Context: an optimization exercise on an open-source flow, tuned for small area, a short achievable clock period and few clock cycles. The choices shown serve that exercise and are no tape-out recipe.
At most, simulation tests tie the RTL to the original design; equivalence was not proved.
Power is estimated from default activity; no workload was simulated.

==> flow/design.v <==
`timescale 1ns/1ns
module chip8_cpu (
    input  logic        clk,
    input  logic        reset_i,
    output logic        mem_rd_valid_o,
    output logic [11:0] mem_rd_addr_o,
    input  logic        mem_rd_ready_i,
    input  logic [7:0]  mem_rd_data_i,
    output logic        mem_wr_valid_o,
    output logic [19:0] mem_wr_o,
    input  logic        mem_wr_ready_i
);
    logic [11:0] ra_q;
    logic        rv_q;
    logic [7:0]  hb_q;
    logic [11:1] st_q [0:15];
    logic [3:0]  sp_q;             
    logic        irv_q;
    logic [11:0] ir_q;
    logic [7:0]  ox_q, oy_q;       
    logic        d_wx, d_wf;       
    logic [2:0]  d_rs;             
    logic        d_addk, d_subx, d_suby;
    logic        d_skip, d_skne, d_skvy;
    logic        d_jv0, d_ldi, d_addi, d_bcd, d_blk;
    logic [7:0]  v_q [0:15];
    logic        wb_wx, wb_wf;     
    logic [3:0]  wb_x;
    logic [7:0]  wb_res;
    logic        wb_flag;
    logic [11:0] i_q;
    logic        wv_q;
    logic [11:0] wa_q;
    logic [7:0]  wd_q;
    logic [11:0] na_q;             
    logic        blk_q;            
    logic        pend_q;
    logic [3:0]  idx_q;
    logic [3:0]  last_q;
    logic [7:0]  bv_q;             
    logic [11:1] ra_inc;
    logic [3:0]  x;
    logic [7:0]  kk;
    logic [11:0] nnn;
    assign x   = ir_q[11:8];
    assign kk  = ir_q[7:0];
    assign nnn = ir_q[11:0];
    logic [7:0] add_a, add_b;
    logic [9:0] add_s;
    assign add_a = d_subx ? ~ox_q : ox_q;
    assign add_b = d_addk ? kk : d_suby ? ~oy_q : oy_q;
    assign add_s = {1'b0, add_a, 1'b1} + {1'b0, add_b, d_subx || d_suby};
    logic [7:0] res;
    logic       flag;
    always_comb begin
        case (d_rs)
            3'd0:    res = kk;
            3'd1:    res = add_s[8:1];
            3'd2:    res = oy_q;
            3'd3:    res = ox_q | oy_q;
            3'd4:    res = ox_q & oy_q;
            3'd5:    res = ox_q ^ oy_q;
            3'd6:    res = {1'b0, ox_q[7:1]};
            default: res = {ox_q[6:0], 1'b0};
        endcase
        case (d_rs)
            3'd6:    flag = ox_q[0];
            3'd7:    flag = ox_q[7];
            default: flag = add_s[9];
        endcase
    end
    logic skip;
    assign skip = d_skip && ((ox_q == (d_skvy ? oy_q : kk)) ^ d_skne);
    logic d_store, hazard, e_hold, e_done, e_redir;
    logic [11:1] e_tgt;
    assign d_store = d_bcd || d_blk;
    assign hazard  = pend_q && blk_q &&
                     ((d_wx && (x >= idx_q) && (x <= last_q)) || (d_wf && (last_q == 4'hF)));
    assign e_hold  = (d_store && pend_q) || hazard;
    assign e_done  = irv_q && !e_hold;
    assign e_redir = e_done && (skip || d_jv0);
    always_comb begin
        if (d_skip) e_tgt = ra_inc;
        else        e_tgt = nnn[11:1] + {4'd0, v_q[0][7:1]} + {10'd0, nnn[0] & v_q[0][0]};
    end
    always_ff @(posedge clk) begin
        if (reset_i) begin
            wb_wx <= 1'b0;
            wb_wf <= 1'b0;
        end else begin
            wb_wx <= e_done && d_wx;
            wb_wf <= e_done && d_wf;
        end
    end
    always_ff @(posedge clk) begin
        if (e_done) begin
            wb_x    <= x;
            wb_res  <= res;
            wb_flag <= flag;
        end
    end
    always_ff @(posedge clk) begin
        if (wb_wx) v_q[wb_x] <= wb_res;
        if (wb_wf) v_q[15] <= {7'd0, wb_flag};
    end
    function automatic [7:0] fwd(input [3:0] r, input [7:0] raw, input wx, input wf,
                                 input [3:0] wr, input [7:0] wres, input wflag);
        if (wf && (r == 4'hF))
            fwd = {7'd0, wflag};
        else if (wx && (r == wr))
            fwd = wres;
        else
            fwd = raw;
    endfunction
    logic [12:0] i_sum;
    assign i_sum = {i_q, 1'b1} + {4'd0, d_blk ? {4'd0, x} : ox_q, d_blk};
    always_ff @(posedge clk) begin
        if (reset_i)
            i_q <= 12'd0;
        else if (e_done) begin
            if (d_ldi)            i_q <= nnn;
            if (d_addi || d_blk)  i_q <= i_sum[12:1];
        end
    end
    logic [7:0] lb;
    logic [3:0] op, n;
    assign lb = mem_rd_data_i;
    assign op = hb_q[7:4];
    assign n  = lb[3:0];
    logic lo_call, lo_jump, lo_ret;
    assign lo_call = (op == 4'h2);
    assign lo_jump = (op == 4'h1) || lo_call;
    assign lo_ret  = (hb_q == 8'h00) && (lb == 8'hEE);
    assign ra_inc  = ra_q[11:1] + 11'd1;
    logic lo_ok, lo_fire, hi_fire;
    assign lo_ok   = !irv_q || (!d_wx && !d_wf && !(d_store && pend_q));
    assign hi_fire = mem_rd_ready_i && !ra_q[0];
    assign lo_fire = mem_rd_ready_i && ra_q[0] && lo_ok;
    logic       port_fetch;
    logic [7:0] port;
    logic [3:0] port_idx;
    assign port_fetch = ra_q[0] && lo_ok && ((op == 4'h5) || (op == 4'h8) || (op == 4'h9));
    assign port_idx   = port_fetch ? lb[7:4] : idx_q;
    assign port       = fwd(port_idx, v_q[port_idx], wb_wx, wb_wf, wb_x, wb_res, wb_flag);
    logic       n_wx, n_wf, n_addk, n_subx, n_suby, n_skip, n_skne, n_skvy;
    logic       n_jv0, n_ldi, n_addi, n_bcd, n_blk;
    logic [2:0] n_rs;
    always_comb begin
        n_wx   = 1'b0;
        n_wf   = 1'b0;
        n_rs   = 3'd1;
        n_addk = (op == 4'h7);
        n_subx = (op == 4'h8) && (n == 4'h7);
        n_suby = (op == 4'h8) && (n == 4'h5);
        n_skip = (op == 4'h3) || (op == 4'h4) ||
                 (((op == 4'h5) || (op == 4'h9)) && (n == 4'h0));
        n_skne = (op == 4'h4) || (op == 4'h9);
        n_skvy = (op == 4'h5) || (op == 4'h9);
        n_jv0  = (op == 4'hB);
        n_ldi  = (op == 4'hA);
        n_addi = (op == 4'hF) && (lb == 8'h1E);
        n_bcd  = (op == 4'hF) && (lb == 8'h33);
        n_blk  = (op == 4'hF) && (lb == 8'h55);
        case (op)
            4'h6: begin n_wx = 1'b1; n_rs = 3'd0; end
            4'h7: begin n_wx = 1'b1; n_rs = 3'd1; end
            4'h8: begin
                n_wx = 1'b1;
                case (n)
                    4'h0: n_rs = 3'd2;
                    4'h1: n_rs = 3'd3;
                    4'h2: n_rs = 3'd4;
                    4'h3: n_rs = 3'd5;
                    4'h4, 4'h5, 4'h7: begin n_rs = 3'd1; n_wf = 1'b1; end
                    4'h6: begin n_rs = 3'd6; n_wf = 1'b1; end
                    4'hE: begin n_rs = 3'd7; n_wf = 1'b1; end
                    default: n_wx = 1'b0;
                endcase
            end
            default: ;
        endcase
    end
    always_ff @(posedge clk) begin
        if (reset_i) begin
            ra_q  <= 12'h200;
            rv_q  <= 1'b0;
            irv_q <= 1'b0;
        end else begin
            rv_q <= 1'b1;
            if (e_redir)
                ra_q <= {e_tgt, 1'b0};
            else if (hi_fire)
                ra_q[0] <= 1'b1;
            else if (lo_fire) begin
                if (lo_jump)
                    ra_q <= {hb_q[3:0], lb[7:1], 1'b0};
                else if (lo_ret)
                    ra_q <= {st_q[sp_q], 1'b0};
                else
                    ra_q <= {ra_inc, 1'b0};
            end
            if (lo_fire)
                irv_q <= 1'b1;
            else if (e_done)
                irv_q <= 1'b0;
        end
    end
    always_ff @(posedge clk) begin
        if (hi_fire)
            hb_q <= lb;
        if (lo_fire) begin
            ir_q   <= {hb_q[3:0], lb};
            ox_q   <= fwd(hb_q[3:0], v_q[hb_q[3:0]], wb_wx, wb_wf, wb_x, wb_res, wb_flag);
            oy_q   <= port;
            d_wx   <= n_wx;
            d_wf   <= n_wf;
            d_rs   <= n_rs;
            d_addk <= n_addk;
            d_subx <= n_subx;
            d_suby <= n_suby;
            d_skip <= n_skip;
            d_skne <= n_skne;
            d_skvy <= n_skvy;
            d_jv0  <= n_jv0;
            d_ldi  <= n_ldi;
            d_addi <= n_addi;
            d_bcd  <= n_bcd;
            d_blk  <= n_blk;
        end
    end
    always_ff @(posedge clk) begin
        if (lo_fire && lo_call)
            st_q[sp_q + 4'd1] <= ra_inc;
    end
    always_ff @(posedge clk) begin
        if (reset_i)
            sp_q <= 4'hF;
        else if (lo_fire && lo_call)
            sp_q <= sp_q + 4'd1;
        else if (lo_fire && lo_ret)
            sp_q <= sp_q - 4'd1;
    end
    logic [7:0] hund, bhund, tens, ones, gbyte;
    assign hund  = (ox_q >= 8'd200) ? 8'd2 : (ox_q >= 8'd100) ? 8'd1 : 8'd0;
    assign bhund = (bv_q >= 8'd200) ? 8'd2 : (bv_q >= 8'd100) ? 8'd1 : 8'd0;
    assign tens  = (bv_q / 8'd10) % 8'd10;
    assign ones  = bv_q % 8'd10;
    assign gbyte = blk_q ? port : (idx_q[1] ? ones : idx_q[0] ? tens : bhund);
    logic w_fire, out_free, issue, gen_go;
    assign w_fire   = wv_q && mem_wr_ready_i;
    assign out_free = !wv_q || mem_wr_ready_i;
    assign issue    = e_done && d_store;
    assign gen_go   = pend_q && out_free && !(blk_q && port_fetch);
    always_ff @(posedge clk) begin
        if (reset_i) begin
            wv_q   <= 1'b0;
            pend_q <= 1'b0;
        end else if (issue) begin
            if (out_free) begin
                wv_q   <= 1'b1;
                pend_q <= d_bcd || (x != 4'h0);
            end else begin
                pend_q <= 1'b1;
            end
        end else if (gen_go) begin
            wv_q   <= 1'b1;
            pend_q <= (idx_q != last_q);
        end else if (w_fire) begin
            wv_q <= 1'b0;
        end
    end
    always_ff @(posedge clk) begin
        if (issue) begin
            blk_q  <= d_blk;
            last_q <= d_bcd ? 4'd2 : x;
            bv_q   <= ox_q;
            if (out_free) begin
                wa_q  <= i_q;
                wd_q  <= d_bcd ? hund : v_q[0];
                idx_q <= 4'd1;
            end else begin
                na_q  <= i_q;
                idx_q <= 4'd0;
            end
        end else if (gen_go) begin
            wa_q  <= (idx_q == 4'd0) ? na_q : wa_q + 12'd1;
            wd_q  <= gbyte;
            idx_q <= idx_q + 4'd1;
        end
    end
    assign mem_rd_valid_o = rv_q;
    assign mem_rd_addr_o  = ra_q;
    assign mem_wr_valid_o = wv_q;
    assign mem_wr_o       = {wa_q, wd_q};
endmodule
export LEC_CHECK = 0
export ABC_AREA = 1
export CAP_MARGIN = 20
export CORE_MARGIN = 2
export CORE_UTILIZATION = 40
export CTS_BUF_LIST = sky130_fd_sc_hd__clkbuf_8
export CTS_CLUSTER_SIZE = 30
export PLACE_DENSITY = 0.6
export SETUP_SLACK_MARGIN = 4.0
export SLEW_MARGIN = 20
create_clock -name core_clock -period 7.0 [get_ports {clk}]
run.sh (not shown) runs the stock make flow with config.mk's settings and CLKGATE_MAP_FILE= SYNTH_SCRIPT=/design/flow/synth_recipe.tcl, a recipe that flattens the netlist after the stock synthesis.
The starting point finished clean.
Rerun with:
--- a/flow/design.v
+++ b/flow/design.v
@@ -25,8 +25,4 @@
     logic        d_jv0, d_ldi, d_addi, d_bcd, d_blk;
     logic [7:0]  v_q [0:15];
-    logic        wb_wx, wb_wf;     
-    logic [3:0]  wb_x;
-    logic [7:0]  wb_res;
-    logic        wb_flag;
     logic [11:0] i_q;
     logic        wv_q;
@@ -85,32 +81,9 @@
     end
     always_ff @(posedge clk) begin
-        if (reset_i) begin
-            wb_wx <= 1'b0;
-            wb_wf <= 1'b0;
-        end else begin
-            wb_wx <= e_done && d_wx;
-            wb_wf <= e_done && d_wf;
-        end
-    end
-    always_ff @(posedge clk) begin
         if (e_done) begin
-            wb_x    <= x;
-            wb_res  <= res;
-            wb_flag <= flag;
-        end
-    end
-    always_ff @(posedge clk) begin
-        if (wb_wx) v_q[wb_x] <= wb_res;
-        if (wb_wf) v_q[15] <= {7'd0, wb_flag};
-    end
-    function automatic [7:0] fwd(input [3:0] r, input [7:0] raw, input wx, input wf,
-                                 input [3:0] wr, input [7:0] wres, input wflag);
-        if (wf && (r == 4'hF))
-            fwd = {7'd0, wflag};
-        else if (wx && (r == wr))
-            fwd = wres;
-        else
-            fwd = raw;
-    endfunction
+            if (d_wx) v_q[x] <= res;
+            if (d_wf) v_q[15] <= {7'd0, flag};
+        end
+    end
     logic [12:0] i_sum;
     assign i_sum = {i_q, 1'b1} + {4'd0, d_blk ? {4'd0, x} : ox_q, d_blk};
@@ -139,8 +112,6 @@
     logic       port_fetch;
     logic [7:0] port;
-    logic [3:0] port_idx;
     assign port_fetch = ra_q[0] && lo_ok && ((op == 4'h5) || (op == 4'h8) || (op == 4'h9));
-    assign port_idx   = port_fetch ? lb[7:4] : idx_q;
-    assign port       = fwd(port_idx, v_q[port_idx], wb_wx, wb_wf, wb_x, wb_res, wb_flag);
+    assign port       = v_q[port_fetch ? lb[7:4] : idx_q];
     logic       n_wx, n_wf, n_addk, n_subx, n_suby, n_skip, n_skne, n_skvy;
     logic       n_jv0, n_ldi, n_addi, n_bcd, n_blk;
@@ -211,5 +182,5 @@
         if (lo_fire) begin
             ir_q   <= {hb_q[3:0], lb};
-            ox_q   <= fwd(hb_q[3:0], v_q[hb_q[3:0]], wb_wx, wb_wf, wb_x, wb_res, wb_flag);
+            ox_q   <= v_q[hb_q[3:0]];
             oy_q   <= port;
             d_wx   <= n_wx;
Power is lower by 8.7%.
Global-route usage is lower by 1.2 points.
Final cell count is lower by 4.2%.
Via count is lower by 4.6%.
Synthesized cell count is lower by 3.4%.
Design area is lower by 5.6%.
Setup slack is worse by 100 ps.
Wire length is lower by 7.4%.
Testbench counts after the change, summed over its fixed seeds: cycles 56,560.
Function not checked in the first run of this note: the RTL went through the layout flow alone.

========
chip8_cpu, a different RTL version from the one above (not shown whole).
Size: about 430 flip-flops, roughly 46 I/O pins.
Settings: LEC_CHECK=0, ABC_AREA=1, CAP_MARGIN=20, CORE_MARGIN=2, CORE_UTILIZATION=40, CTS_BUF_LIST=sky130_fd_sc_hd__clkbuf_16, CTS_CLUSTER_DIAMETER=120, CTS_CLUSTER_SIZE=24, PLACE_DENSITY=0.6, SETUP_SLACK_MARGIN=4.3, SLEW_MARGIN=20; clock period 7.0 ns.
standard.sh (not shown) runs the stock make flow with config.mk's settings and CLKGATE_MAP_FILE= SYNTH_SCRIPT=/design/flow/synth_recipe.tcl, a recipe that flattens the netlist after the stock synthesis.
==> flow/flow/run.sh <==
#!/bin/bash
# The standard layout, except that the port buffers are plain buffers
# (buf_4) instead of the delay cell buffer_ports picks by default.
set -euo pipefail
bash standard.sh 'BUFFER_PORTS_ARGS=-buffer_cell sky130_fd_sc_hd__buf_4' finish > standard_flow.log 2>&1
Next try:
--- a/flow/design.v
+++ b/flow/design.v
@@ -38,24 +38,17 @@
     logic [11:1] ra_inc;
     logic [3:0]  x;
     logic [7:0]  kk;
     logic [11:0] nnn;
     assign x   = ir_q[11:8];
     assign kk  = ir_q[7:0];
     assign nnn = ir_q[11:0];
     logic [9:0] add_s;
-    pfx_add #(.W(8)) u_alu_add (
-        .a (ox_q),
-        .b (oy_q),
-        .ci(d_subx),
-        .s (add_s[8:1]),
-        .co(add_s[9])
-    );
-    assign add_s[0] = 1'b0;
+    assign add_s = {1'b0, ox_q, 1'b1} + {1'b0, oy_q, d_subx};
     logic [7:0] res;
     logic       flag;
     always_comb begin
         case (d_rs)
             3'd0:    res = ~add_s[8:1];
             3'd1:    res = add_s[8:1];
             3'd2:    res = oy_q;
             3'd3:    res = ox_q | oy_q;
@@ -80,28 +73,19 @@
     assign hazard  = pend_q && blk_q &&
                      ((d_wx && (x >= idx_q) && (x <= last_q)) || (d_wf && (last_q == 4'hF)));
     assign e_hold  = (d_store && (pend_q || !out_free)) || hazard;
     assign e_done  = irv_q && !e_hold;
     assign e_redir = irv_q && (skip || d_jv0);
     assign e_wr    = irv_q && !hazard;
     logic [12:0] i_sum;
     assign i_sum = {i_q, 1'b1} + {4'd0, ox_q, d_blk};
-    logic [11:0] jv0_s;
-    logic        jv0_co;
-    pfx_add #(.W(12)) u_jv0_add (
-        .a (nnn),
-        .b ({4'd0, v_q[0]}),
-        .ci(1'b0),
-        .s (jv0_s),
-        .co(jv0_co)
-    );
     always_comb begin
         if (d_skip) e_tgt = ra_inc;
-        else        e_tgt = jv0_s[11:1];
+        else        e_tgt = nnn[11:1] + {4'd0, v_q[0][7:1]} + {10'd0, nnn[0] & v_q[0][0]};
     end
     always_ff @(posedge clk) begin
         if (e_wr && d_wx) v_q[x] <= res;
         if (e_wr && d_wf) v_q[15] <= {7'd0, flag};
     end
     always_ff @(posedge clk) begin
         if (reset_i)
             i_q <= 12'd0;
@@ -271,38 +255,8 @@
             idx_q <= idx_q + 4'd1;
         end
     end
     assign mem_rd_valid_o = rv_q;
     assign mem_rd_addr_o  = ra_q;
     assign mem_wr_valid_o = wv_q;
     assign mem_wr_o       = {wa_q, wd_q};
 endmodule
-module pfx_add #(parameter W = 8) (
-    input  logic [W-1:0] a,
-    input  logic [W-1:0] b,
-    input  logic         ci,
-    output logic [W-1:0] s,
-    output logic         co
-);
-    localparam L = $clog2(W + 1);
-    localparam N = W + 1;
-    logic [(L+1)*N-1:0] g;
-    logic [(L+1)*N-1:0] p;
-    assign g[N-1:0] = {a & b, ci};
-    assign p[N-1:0] = {a ^ b, 1'b0};
-    genvar l, i;
-    generate
-        for (l = 0; l < L; l = l + 1) begin : lv
-            for (i = 0; i < N; i = i + 1) begin : bt
-                if (i >= (1 << l)) begin : mrg
-                    assign g[(l+1)*N+i] = g[l*N+i] | (p[l*N+i] & g[l*N+i-(1<<l)]);
-                    assign p[(l+1)*N+i] = p[l*N+i] & p[l*N+i-(1<<l)];
-                end else begin : cpy
-                    assign g[(l+1)*N+i] = g[l*N+i];
-                    assign p[(l+1)*N+i] = p[l*N+i];
-                end
-            end
-        end
-    endgenerate
-    assign s  = p[N-1:1] ^ g[L*N+W-1:L*N];
-    assign co = g[L*N+W];
-endmodule
Outcome: The new run completed without violations; fmax rises by 0.61%; worst hold slack is about the same; worst setup slack improved by 17 ps; design area falls by 2.0%; first-iteration DRC count rises by 7.1%; clock power stays flat; core utilization stays flat; routed wire length falls by 2.8%; power falls by 8.7%; synthesized cell count falls by 5.3%; final cell count falls by 4.1%.
Testbench counts after the change, summed over its fixed seeds: cycles 56,578.
The RTL of the first run of this note was laid out without a check of its function.

[afterwards: timing with drivers on the ports]
In the flow no input, the clock included, has a driving cell. The finished layouts below were timed again as built, in two steps. Step 1 sets driving cells, clkbuf_16 on the clock port and buf_2 on the other inputs (assumed; they add their load-dependent delay and slew). Step 2, shift: input delay + t, output delay - t, t = (earliest + latest rising clock arrival at the registers) / 2. This alone moves slack from input paths to output paths. a / b / c = ideal ports / drivers / drivers and shift; a / b = the first two.
run | t, ns | setup WS [ns] | slew at the worst register clock pin (ns) | pins driven straight from the clock port
the first run of note 1 | 0.740 | 3.708 / 3.708 / 3.250 | 0.07 / 0.07 | 1
the second run of note 1 | 0.724 | 3.607 / 3.558 / 2.834 | 0.07 / 0.07 | 1
the first run of note 2 | 0.627 | 4.277 / 4.246 / 3.719 | 0.11 / 0.11 | 1
the second run of note 2 | 0.624 | 4.294 / 4.279 / 3.703 | 0.11 / 0.11 | 1
After both steps setup and hold are still met in every run listed. The setup slack of the second run of note 1, which loses most, moves by -0.049 ns with the drivers and by -0.773 ns with both steps.
